What follows belongs to an exercise in optimizing a design on an open flow for small area, a short achievable clock period and few clock cycles per item; a production flow would make more cautious choices. At most, simulation tests tie the RTL to the original design; equivalence was not proved.

==> quartz <==
Design env_sensor_compensation_unit, start of the top module:
module env_sensor_compensation_unit #(
	parameter int QUEUE_DEPTH = esc_pkg::QUEUE_DEPTH_DEF
) (
	input  logic                           clk,
	input  logic                           arst_n,
	input  logic                           s_tvalid,
	output logic                           s_tready,
	input  logic [esc_pkg::IN_DATA_W-1:0]  s_tdata,
	output logic                           m_tvalid,
	input  logic                           m_tready,
	output logic [esc_pkg::OUT_DATA_W-1:0] m_tdata,
	input  logic                           cfg_we,
	input  logic [esc_pkg::CFG_IDX_W-1:0]  cfg_index,
	input  logic [esc_pkg::CFG_DATA_W-1:0] cfg_wdata
);
make LEC_CHECK=0 ABC_AREA=0 ABC_CLOCK_PERIOD_IN_PS=4000 CAP_MARGIN=20 CORE_MARGIN=2 CORE_UTILIZATION=25 SETUP_SLACK_MARGIN=5 SLEW_MARGIN=20 finish   # period 12.5 ns
run.sh (not shown) runs the stock make flow with config.mk's settings and CLKGATE_MAP_FILE= SYNTH_SCRIPT=/design/flow/synth_recipe.tcl, a recipe that flattens the netlist after the stock synthesis.
==> inputs of pepper, as changes to quartz <==
--- a/flow/design.v
+++ b/flow/design.v
@@ -2719,26 +2719,26 @@
 	input  logic        load,
 	input  logic [63:0] num,
 	input  logic [30:0] x1,
 	output logic        done,
 	output logic [63:0] zq,
+	output logic        zsgn,
 	output logic        qcin,
 	output logic        pv
 );
 	logic [63:0] z_q;
 	logic [29:0] r_q;
 	logic [30:0] dx_q;
-	logic [29:0] msk_q;    
+	logic [29:0] msk;      
 	logic [32:0] n3_q;     
 	logic        sn_q, sx_q, fix_q;
 	logic [6:0]  cnt_q;
 	logic [30:0] dxl;
-	logic [29:0] dmsk;
+	assign dxl = x1 ^ {31{x1[30]}};
 	always_comb begin
-		dxl = x1 ^ {31{x1[30]}};
-		dmsk[29] = ~dxl[30];
-		for (int i = 28; i >= 0; i--) dmsk[i] = dmsk[i+1] & ~dxl[i+1];
+		msk[29] = ~dx_q[30];
+		for (int i = 28; i >= 0; i--) msk[i] = msk[i+1] & ~dx_q[i+1];
 	end
 	logic [15:0] zt;       
 	logic [32:0] v, nd1, nd2;
 	logic [32:0] t1, t2, t3;
 	logic [29:0] rn;
@@ -2755,12 +2755,12 @@
 		t3  = v + n3_q;
 		if (!t3[32])      begin qd = 2'd3; rn = t3[29:0]; end
 		else if (!t2[32]) begin qd = 2'd2; rn = t2[29:0]; end
 		else if (!t1[32]) begin qd = 2'd1; rn = t1[29:0]; end
 		else              begin qd = 2'd0; rn = v[29:0];  end
-		sk16 = (r_q[29:14] == 16'd0) && (({r_q[13:0], zt} & msk_q) == 30'd0) && (cnt_q >= 7'd16);
-		sk8  = (r_q[29:22] == 8'd0) && (({r_q[21:0], zt[15:8]} & msk_q) == 30'd0) && (cnt_q >= 7'd8);
+		sk16 = (r_q[29:14] == 16'd0) && (({r_q[13:0], zt} & msk) == 30'd0) && (cnt_q >= 7'd16);
+		sk8  = (r_q[29:22] == 8'd0) && (({r_q[21:0], zt[15:8]} & msk) == 30'd0) && (cnt_q >= 7'd8);
 	end
 	always_ff @(posedge clk or negedge arst_n) begin
 		if (!arst_n) begin
 			cnt_q <= '0;
 			fix_q <= 1'b0;
@@ -2778,11 +2778,10 @@
 	always_ff @(posedge clk) begin
 		if (load) begin
 			z_q   <= num;
 			r_q   <= '0;
 			dx_q  <= dxl;
-			msk_q <= dmsk;
 			n3_q  <= ~{2'b0, dxl} + ~{1'b0, dxl, x1[30]} + {31'b0, ~x1[30], 1'b0};
 			sn_q  <= num[63];
 			sx_q  <= x1[30];
 		end else if (fix_q) begin
 			z_q <= z_q ^ {64{sn_q}};
@@ -2809,11 +2808,12 @@
 		eq1 = (dx_q[0] == ~ra[0]);
 		for (int i = 1; i < 31; i++) eq1 = eq1 & ((ra[i] ^ dx_q[i]) == cy[i]);
 		inc = sn_q && (sx_q ? (ra == dx_q) : eq1);
 	end
 	assign done = (cnt_q == 7'd0) && !fix_q;
-	assign zq   = z_q ^ {64{sn_q ^ sx_q}};
+	assign zq   = z_q;
+	assign zsgn = sn_q ^ sx_q;
 	assign qcin = (sn_q ^ sx_q) ? ~inc : inc;
 	assign pv   = sx_q || (dx_q != 31'd0);
 endmodule
 `timescale 1ns / 1ps
 module env_sensor_compensation_unit #(
@@ -2951,11 +2951,13 @@
 			5'd22: begin r_fv = 1; r_fasel = 4; r_fbsel = 7; r_fsh = 1; r_fxsel = 3; r_facc = 1; r_fdest = 3; end
 			default: ;
 		endcase
 	end
 	always_ff @(posedge clk) begin
-		u_fv <= r_fv; u_fasel <= r_fasel; u_fbsel <= r_fbsel; u_fsh <= r_fsh; u_fsub <= r_fsub; u_fxsel <= r_fxsel; u_facc <= r_facc; u_fdest <= r_fdest; u_pv <= r_pv; u_pasel <= r_pasel; u_pbsel <= r_pbsel; u_psh <= r_psh; u_psub <= r_psub; u_pxsel <= r_pxsel; u_pacc <= r_pacc; u_pdest <= r_pdest; u_pssel <= r_pssel; u_pcsel <= r_pcsel; u_divld <= r_divld; u_divpar <= r_divpar; u_wpb <= r_wpb; u_wcc <= r_wcc; u_wnb <= r_wnb; u_wpq <= r_wpq; u_wc9 <= r_wc9; u_qn <= r_qn; u_qnoff <= r_qnoff; u_qnpar <= r_qnpar; u_tfw <= r_tfw; u_prw <= r_prw; u_prwoff <= r_prwoff; u_prwpar <= r_prwpar; u_th0 <= r_th0; u_th1 <= r_th1; u_th2 <= r_th2; u_th3 <= r_th3; u_hh0 <= r_hh0; u_hh1 <= r_hh1; u_hh2 <= r_hh2; u_sk1 <= r_sk1; u_sk2 <= r_sk2; u_sk3 <= r_sk3; u_sk4 <= r_sk4; u_skoff1 <= r_skoff1; u_skoff2 <= r_skoff2; u_skoff3 <= r_skoff3; u_skoff4 <= r_skoff4;
+		if (adv || idle_q) begin
+			u_fv <= r_fv; u_fasel <= r_fasel; u_fbsel <= r_fbsel; u_fsh <= r_fsh; u_fsub <= r_fsub; u_fxsel <= r_fxsel; u_facc <= r_facc; u_fdest <= r_fdest; u_pv <= r_pv; u_pasel <= r_pasel; u_pbsel <= r_pbsel; u_psh <= r_psh; u_psub <= r_psub; u_pxsel <= r_pxsel; u_pacc <= r_pacc; u_pdest <= r_pdest; u_pssel <= r_pssel; u_pcsel <= r_pcsel; u_divld <= r_divld; u_divpar <= r_divpar; u_wpb <= r_wpb; u_wcc <= r_wcc; u_wnb <= r_wnb; u_wpq <= r_wpq; u_wc9 <= r_wc9; u_qn <= r_qn; u_qnoff <= r_qnoff; u_qnpar <= r_qnpar; u_tfw <= r_tfw; u_prw <= r_prw; u_prwoff <= r_prwoff; u_prwpar <= r_prwpar; u_th0 <= r_th0; u_th1 <= r_th1; u_th2 <= r_th2; u_th3 <= r_th3; u_hh0 <= r_hh0; u_hh1 <= r_hh1; u_hh2 <= r_hh2; u_sk1 <= r_sk1; u_sk2 <= r_sk2; u_sk3 <= r_sk3; u_sk4 <= r_sk4; u_skoff1 <= r_skoff1; u_skoff2 <= r_skoff2; u_skoff3 <= r_skoff3; u_skoff4 <= r_skoff4;
+		end
 	end
 	logic c_pb17, c_a18, c_c53, c_nb53, c_qv32, c_c953, c_pq53;
 	logic [7:0] cv;
 	assign cv = {c_pq53, c_c953, c_qv32, c_nb53, c_c53, c_a18, c_pb17, 1'b0};
 	logic sk1, sk2, sk3, sk4;
@@ -2970,11 +2972,11 @@
 		else if (sk1)        step_n = step_q + 5'd2;
 		else                 step_n = step_q + 5'd1;
 	end
 	logic body_end;
 	assign body_end = (6'(step_n) >= 6'd23);
-	assign rom_addr = (!adv) ? step_q : body_end ? '0 : step_n;
+	assign rom_addr = (idle_q || body_end) ? '0 : step_n;
 	logic qn_div, prw_sel;
 	assign qn_div = par_q ^ u_qnpar;
 	assign stall = idle_q
 		|| (u_qn && vq[u_qnoff] && !div_done[qn_div])
 		|| (u_prw && vq[u_prwoff] && (tv_q || prw_q));
@@ -3041,11 +3043,11 @@
 	assign e1  = {dt, in_t[0]};    
 	assign hvb = 23'(tf_q) - 23'sd76800;
 	assign av  = 23'(tf_q) - 23'sd128000;
 	assign nbi = 64'($signed(nbk_q)) <<< 31;
 	logic [63:0] zq, zq0, zq1;
-	logic qcin, qcin0, qcin1, dpv0, dpv1;
+	logic qcin, qcin0, qcin1, dpv0, dpv1, zsgn, zsgn0, zsgn1;
 	logic [24:0] fopa, fa_q;
 	logic [17:0] fopb;
 	logic [8:0]  fbneg_q, fbone_q, fbtwo_q;
 	always_comb begin
 		case (u_fasel)
@@ -3188,11 +3190,11 @@
 	logic pv1_q, pv2_q, pv3_q, pacc1_q, pacc2_q, psub1_q, psub2_q;
 	logic [1:0] psh1_q, psh2_q;
 	logic [2:0] pxsel1_q, pxsel2_q;
 	logic [2:0] pdest1_q, pdest2_q, pdest3_q;
 	logic [1:0] pssel1_q, pcsel1_q;
-	logic divld1_q, divld2_q, divld3_q, divp1_q, divp2_q, divp3_q, qn1_q, qnp1_q, cin2_q;
+	logic divld1_q, divld2_q, divld3_q, divp1_q, divp2_q, divp3_q, qn1_q, qn2_q, qnp1_q, cin2_q;
 	always_ff @(posedge clk or negedge arst_n) begin
 		if (!arst_n) begin
 			pv1_q <= 1'b0; pv2_q <= 1'b0; pv3_q <= 1'b0;
 		end else begin
 			pv1_q <= u_pv[0] && adv;
@@ -3208,11 +3210,11 @@
 			pbtwo_q[i] <= (popb[2*i+1] & ~popb[2*i] & ~((i == 0) ? 1'b0 : popb[2*i-1]))
 				| (~popb[2*i+1] & popb[2*i] & ((i == 0) ? 1'b0 : popb[2*i-1]));
 		end
 		pacc1_q <= u_pacc[0]; psub1_q <= u_psub[0]; psh1_q <= u_psh;
 		pxsel1_q <= u_pxsel; pdest1_q <= u_pdest;
-		pacc2_q <= pacc1_q; psub2_q <= psub1_q; psh2_q <= psh1_q;
+		pacc2_q <= pacc1_q; psub2_q <= qn1_q ? zsgn : psub1_q; psh2_q <= psh1_q; qn2_q <= qn1_q;
 		pxsel2_q <= pxsel1_q; pdest2_q <= pdest1_q; pdest3_q <= pdest2_q;
 		pssel1_q <= u_pssel; pcsel1_q <= u_pcsel; qn1_q <= u_qn[0]; qnp1_q <= par_q ^ u_qnpar[0];
 		divld1_q <= u_divld[0]; divld2_q <= divld1_q; divld3_q <= divld2_q;
 		divp1_q <= par_q ^ u_divpar[0]; divp2_q <= divp1_q; divp3_q <= divp2_q;
 		cin2_q <= qn1_q & qcin;
@@ -3254,11 +3256,11 @@
 		pk_c1 = {pk_c[62:0], psub2_q};
 		pm_c = (pk_s & pk_c1) | (pk_s & pxc) | (pk_c1 & pxc);
 	end
 	always_ff @(posedge clk) begin
 		ps2_q <= pk_s ^ pk_c1 ^ pxc;
-		pc2_q <= {pm_c[62:0], psub2_q | cin2_q};
+		pc2_q <= {pm_c[62:0], (qn2_q ? cin2_q : psub2_q)};
 	end
 	assign pr = ps2_q + pc2_q;
 	always_ff @(posedge clk) begin
 		if (pv3_q && pdest3_q == 3'd1) gP0_q <= pr[63:0];
 		if (pv3_q && pdest3_q == 3'd2) gP1_q <= pr[63:0];
@@ -3269,10 +3271,11 @@
 	end
 	logic signed [21:0] tf_n;
 	logic signed [22:0] av_n;
 	always_ff @(posedge clk) begin
 		c_pb17 <= (gF1_q[27:22] == {6{gF1_q[22:22]}});    
+		c_qv32 <= (gP1_q[63:44] == {20{gP1_q[44:44]}});    
 	end
 	assign tf_n = 22'($signed(gF3_q[20:0])) + 22'($signed(gF4_q[19:2]));
 	assign av_n = 23'(tf_n) - 23'sd128000;
 	logic fwpb1_q, fwpb2_q, pwcc1_q, pwcc2_q, pwcc3_q, pwnb1_q, pwnb2_q, pwnb3_q, pwpq1_q, pwpq2_q, pwpq3_q, pwc91_q, pwc92_q, pwc93_q;
 	always_ff @(posedge clk) begin
@@ -3286,11 +3289,10 @@
 		pwpq1_q <= u_wpq[0]; pwpq2_q <= pwpq1_q; pwpq3_q <= pwpq2_q;
 		pwc91_q <= u_wc9[0]; pwc92_q <= pwc91_q; pwc93_q <= pwc92_q;
 		if (pv3_q && pwcc3_q) c_c53 <= (pr[63:60] == {4{pr[60]}});
 		if (pv3_q && pwnb3_q) c_nb53 <= (pr[63:52] == {12{pr[52]}});
 		if (pv3_q && pwpq3_q) begin
-			c_qv32 <= (pr[63:44] == {20{pr[44]}});
 			c_pq53 <= (pr[63:52] == {12{pr[52]}});
 		end
 		if (pv3_q && pwc93_q) c_c953 <= (pr[63:52] == {12{pr[52]}});
 	end
 	logic [1:0] pvk_q;
@@ -3300,10 +3302,11 @@
 		.load   (pv3_q && divld3_q && divp3_q == 1'b0),
 		.num    (pr),
 		.x1     (gP0_q[63:33]),
 		.done   (div_done[0]),
 		.zq     (zq0),
+		.zsgn   (zsgn0),
 		.qcin   (qcin0),
 		.pv     (dpv0)
 	);
 	esc_div u_div1 (
 		.clk    (clk),
@@ -3311,15 +3314,17 @@
 		.load   (pv3_q && divld3_q && divp3_q == 1'b1),
 		.num    (pr),
 		.x1     (gP0_q[63:33]),
 		.done   (div_done[1]),
 		.zq     (zq1),
+		.zsgn   (zsgn1),
 		.qcin   (qcin1),
 		.pv     (dpv1)
 	);
 	assign zq   = qnp1_q ? zq1 : zq0;
 	assign qcin = qnp1_q ? qcin1 : qcin0;
+	assign zsgn = qnp1_q ? zsgn1 : zsgn0;
 	always_ff @(posedge clk) begin
 		if (pv1_q && qn1_q) pvk_q[qnp1_q] <= qnp1_q ? dpv1 : dpv0;
 	end
 	logic [23:0] o_temp;
 	logic [16:0] o_hum;
@@ -3343,16 +3348,23 @@
 		if (hv[31])                   hum_c = 17'd0;
 		else if (hv > 32'd419430400)  hum_c = 17'd102400;
 		else                          hum_c = hv[28:12];
 	end
 	logic [56:0] pres_r;
-	logic [31:0] pres_sat;
+	logic [31:0] pres_lo_q;
+	logic        pres_neg_q, pres_ovf_q;
 	assign pres_r = 57'($signed(gP4_q[55:0])) + 57'($signed({p7, 4'b0}));
+	always_ff @(posedge clk) begin
+		pres_lo_q  <= pres_r[31:0];
+		pres_neg_q <= pres_r[56];
+		pres_ovf_q <= |pres_r[55:32];
+	end
+	logic [31:0] pres_sat;
 	always_comb begin
-		if (pres_r[56])             pres_sat = 32'd0;
-		else if (|pres_r[55:32])    pres_sat = 32'hFFFFFFFF;
-		else                        pres_sat = pres_r[31:0];
+		if (pres_neg_q)       pres_sat = 32'd0;
+		else if (pres_ovf_q)  pres_sat = 32'hFFFFFFFF;
+		else                  pres_sat = pres_lo_q;
 	end
 	always_ff @(posedge clk) begin
 		if (adv && u_th0[0]) th0_q <= temp_sat;
 		if (adv && u_th1[0]) th1_q <= th0_q;
 		if (adv && u_th2[0]) th2_q <= th1_q;
- CAP_MARGIN: 20 -> 30
==> inputs of willow, as changes to quartz <==
--- a/flow/design.v
+++ b/flow/design.v
@@ -2951,11 +2951,13 @@
 			5'd22: begin r_fv = 1; r_fasel = 4; r_fbsel = 7; r_fsh = 1; r_fxsel = 3; r_facc = 1; r_fdest = 3; end
 			default: ;
 		endcase
 	end
 	always_ff @(posedge clk) begin
-		u_fv <= r_fv; u_fasel <= r_fasel; u_fbsel <= r_fbsel; u_fsh <= r_fsh; u_fsub <= r_fsub; u_fxsel <= r_fxsel; u_facc <= r_facc; u_fdest <= r_fdest; u_pv <= r_pv; u_pasel <= r_pasel; u_pbsel <= r_pbsel; u_psh <= r_psh; u_psub <= r_psub; u_pxsel <= r_pxsel; u_pacc <= r_pacc; u_pdest <= r_pdest; u_pssel <= r_pssel; u_pcsel <= r_pcsel; u_divld <= r_divld; u_divpar <= r_divpar; u_wpb <= r_wpb; u_wcc <= r_wcc; u_wnb <= r_wnb; u_wpq <= r_wpq; u_wc9 <= r_wc9; u_qn <= r_qn; u_qnoff <= r_qnoff; u_qnpar <= r_qnpar; u_tfw <= r_tfw; u_prw <= r_prw; u_prwoff <= r_prwoff; u_prwpar <= r_prwpar; u_th0 <= r_th0; u_th1 <= r_th1; u_th2 <= r_th2; u_th3 <= r_th3; u_hh0 <= r_hh0; u_hh1 <= r_hh1; u_hh2 <= r_hh2; u_sk1 <= r_sk1; u_sk2 <= r_sk2; u_sk3 <= r_sk3; u_sk4 <= r_sk4; u_skoff1 <= r_skoff1; u_skoff2 <= r_skoff2; u_skoff3 <= r_skoff3; u_skoff4 <= r_skoff4;
+		if (adv || idle_q) begin
+			u_fv <= r_fv; u_fasel <= r_fasel; u_fbsel <= r_fbsel; u_fsh <= r_fsh; u_fsub <= r_fsub; u_fxsel <= r_fxsel; u_facc <= r_facc; u_fdest <= r_fdest; u_pv <= r_pv; u_pasel <= r_pasel; u_pbsel <= r_pbsel; u_psh <= r_psh; u_psub <= r_psub; u_pxsel <= r_pxsel; u_pacc <= r_pacc; u_pdest <= r_pdest; u_pssel <= r_pssel; u_pcsel <= r_pcsel; u_divld <= r_divld; u_divpar <= r_divpar; u_wpb <= r_wpb; u_wcc <= r_wcc; u_wnb <= r_wnb; u_wpq <= r_wpq; u_wc9 <= r_wc9; u_qn <= r_qn; u_qnoff <= r_qnoff; u_qnpar <= r_qnpar; u_tfw <= r_tfw; u_prw <= r_prw; u_prwoff <= r_prwoff; u_prwpar <= r_prwpar; u_th0 <= r_th0; u_th1 <= r_th1; u_th2 <= r_th2; u_th3 <= r_th3; u_hh0 <= r_hh0; u_hh1 <= r_hh1; u_hh2 <= r_hh2; u_sk1 <= r_sk1; u_sk2 <= r_sk2; u_sk3 <= r_sk3; u_sk4 <= r_sk4; u_skoff1 <= r_skoff1; u_skoff2 <= r_skoff2; u_skoff3 <= r_skoff3; u_skoff4 <= r_skoff4;
+		end
 	end
 	logic c_pb17, c_a18, c_c53, c_nb53, c_qv32, c_c953, c_pq53;
 	logic [7:0] cv;
 	assign cv = {c_pq53, c_c953, c_qv32, c_nb53, c_c53, c_a18, c_pb17, 1'b0};
 	logic sk1, sk2, sk3, sk4;
@@ -2970,11 +2972,11 @@
 		else if (sk1)        step_n = step_q + 5'd2;
 		else                 step_n = step_q + 5'd1;
 	end
 	logic body_end;
 	assign body_end = (6'(step_n) >= 6'd23);
-	assign rom_addr = (!adv) ? step_q : body_end ? '0 : step_n;
+	assign rom_addr = (idle_q || body_end) ? '0 : step_n;
 	logic qn_div, prw_sel;
 	assign qn_div = par_q ^ u_qnpar;
 	assign stall = idle_q
 		|| (u_qn && vq[u_qnoff] && !div_done[qn_div])
 		|| (u_prw && vq[u_prwoff] && (tv_q || prw_q));
@@ -3269,10 +3271,11 @@
 	end
 	logic signed [21:0] tf_n;
 	logic signed [22:0] av_n;
 	always_ff @(posedge clk) begin
 		c_pb17 <= (gF1_q[27:22] == {6{gF1_q[22:22]}});    
+		c_qv32 <= (gP1_q[63:44] == {20{gP1_q[44:44]}});    
 	end
 	assign tf_n = 22'($signed(gF3_q[20:0])) + 22'($signed(gF4_q[19:2]));
 	assign av_n = 23'(tf_n) - 23'sd128000;
 	logic fwpb1_q, fwpb2_q, pwcc1_q, pwcc2_q, pwcc3_q, pwnb1_q, pwnb2_q, pwnb3_q, pwpq1_q, pwpq2_q, pwpq3_q, pwc91_q, pwc92_q, pwc93_q;
 	always_ff @(posedge clk) begin
@@ -3286,11 +3289,10 @@
 		pwpq1_q <= u_wpq[0]; pwpq2_q <= pwpq1_q; pwpq3_q <= pwpq2_q;
 		pwc91_q <= u_wc9[0]; pwc92_q <= pwc91_q; pwc93_q <= pwc92_q;
 		if (pv3_q && pwcc3_q) c_c53 <= (pr[63:60] == {4{pr[60]}});
 		if (pv3_q && pwnb3_q) c_nb53 <= (pr[63:52] == {12{pr[52]}});
 		if (pv3_q && pwpq3_q) begin
-			c_qv32 <= (pr[63:44] == {20{pr[44]}});
 			c_pq53 <= (pr[63:52] == {12{pr[52]}});
 		end
 		if (pv3_q && pwc93_q) c_c953 <= (pr[63:52] == {12{pr[52]}});
 	end
 	logic [1:0] pvk_q;
@@ -3343,16 +3345,23 @@
 		if (hv[31])                   hum_c = 17'd0;
 		else if (hv > 32'd419430400)  hum_c = 17'd102400;
 		else                          hum_c = hv[28:12];
 	end
 	logic [56:0] pres_r;
-	logic [31:0] pres_sat;
+	logic [31:0] pres_lo_q;
+	logic        pres_neg_q, pres_ovf_q;
 	assign pres_r = 57'($signed(gP4_q[55:0])) + 57'($signed({p7, 4'b0}));
+	always_ff @(posedge clk) begin
+		pres_lo_q  <= pres_r[31:0];
+		pres_neg_q <= pres_r[56];
+		pres_ovf_q <= |pres_r[55:32];
+	end
+	logic [31:0] pres_sat;
 	always_comb begin
-		if (pres_r[56])             pres_sat = 32'd0;
-		else if (|pres_r[55:32])    pres_sat = 32'hFFFFFFFF;
-		else                        pres_sat = pres_r[31:0];
+		if (pres_neg_q)       pres_sat = 32'd0;
+		else if (pres_ovf_q)  pres_sat = 32'hFFFFFFFF;
+		else                  pres_sat = pres_lo_q;
 	end
 	always_ff @(posedge clk) begin
 		if (adv && u_th0[0]) th0_q <= temp_sat;
 		if (adv && u_th1[0]) th1_q <= th0_q;
 		if (adv && u_th2[0]) th2_q <= th1_q;
- CAP_MARGIN: 20 -> 30
==> notes <==
- quartz produced a clean layout. pepper ran to the end with no violations. willow completed with no timing, DRC or antenna violations.
- The lowest sequential cell count belongs to pepper, the highest to willow.
- Against willow, the area after synthesis of pepper is smaller by about 2%.
- First-iteration DRC count: willow > quartz > pepper.
- Critical path depth: pepper > willow > quartz.
- The lowest final cell count belongs to pepper, the highest to quartz.
- Worst setup slack: willow > pepper > quartz.
- Against quartz, the count of clock-buffer cells in the layout of willow is lower by 26.
- The highest via count belongs to quartz, the lowest to pepper.
==> figures <==
	pepper	willow	quartz
Result of the run	complete, no violations	complete, no violations	complete, no violations
Async S/R FF share, synth	2.03%	1.98%	2.01%
Global-route wire length before repair	775,000 um	822,000 um	815,000 um
Source-to-sink clock delay at the later pin of the worst-skew pair	940 ps	970 ps	980 ps
Compound-cell area share of the yosys netlist	17.7%	17.5%	17.8%
Count of inserted tapcells	7,261	7,479	7,479
Worst-margin pin slew	1260 ps	1280 ps	1280 ps
TritonCTS Buffers	209	217	221
Antenna violations before repair	99	81	85
Placeable Area	549,000 um^2	562,000 um^2	560,000 um^2
Final weighted congestion in routability-driven placement	0.992	0.988	0.977
Startpoint of the worst setup timing path	facc2_q$_DFF_P_	facc2_q$_DFF_P_	cal_v[3]$_DFFE_PN0P_
Total placed cells including tap cells	20,300	20,900	21,000
Worst-case hold slack	326 ps	289 ps	271 ps
Count of clock tree sinks	2,018	2,075	2,041
Capture point of the critical path	gF3_q[19]$_DFFE_PP_	gF4_q[18]$_DFFE_PP_	o_pres[28]$_SDFFCE_PP0P_
Fraction of area in clock buffers and inverters	4.53%	4.56%	4.78%
Fraction of the mapped netlist area in adder cells	16.4%	16.1%	16.2%
Testbench counts of quartz, summed over its fixed seeds: cycles 11,375, items 768.
Testbench counts of pepper, summed over its fixed seeds: cycles 11,375, items 768.
No functional check of the RTL was part of willow.

static timing again, ports no longer ideal:
In the flow no input, the clock included, has a driving cell. The finished layouts below were timed again as built, in two steps. Step 1 sets driving cells, clkbuf_16 on the clock port and buf_2 on the other inputs (assumed; they add their load-dependent delay and slew). Step 2 times the ports against the registers' clock, not the clock port: input delays grow and output delays shrink by t, the midpoint of the rising clock arrivals with the driver on. Slacks: no drivers / after step 1 / after step 2; pairs: no drivers / after step 1.
run | t, ns | setup WS [ns] | slew at the worst register clock pin (ns) | pins driven straight from the clock port
quartz | 1.006 | 6.169 / 6.169 / 6.169 | 0.07 / 0.07 | 1
pepper | 1.002 | 6.185 / 6.185 / 6.007 | 0.09 / 0.09 | 1
willow | 0.985 | 6.349 / 6.349 / 5.976 | 0.08 / 0.08 | 1
After both steps setup and hold are still met in every run listed. The setup slack of willow, which loses most, moves by 0.000 ns with the drivers and by -0.373 ns with both steps.
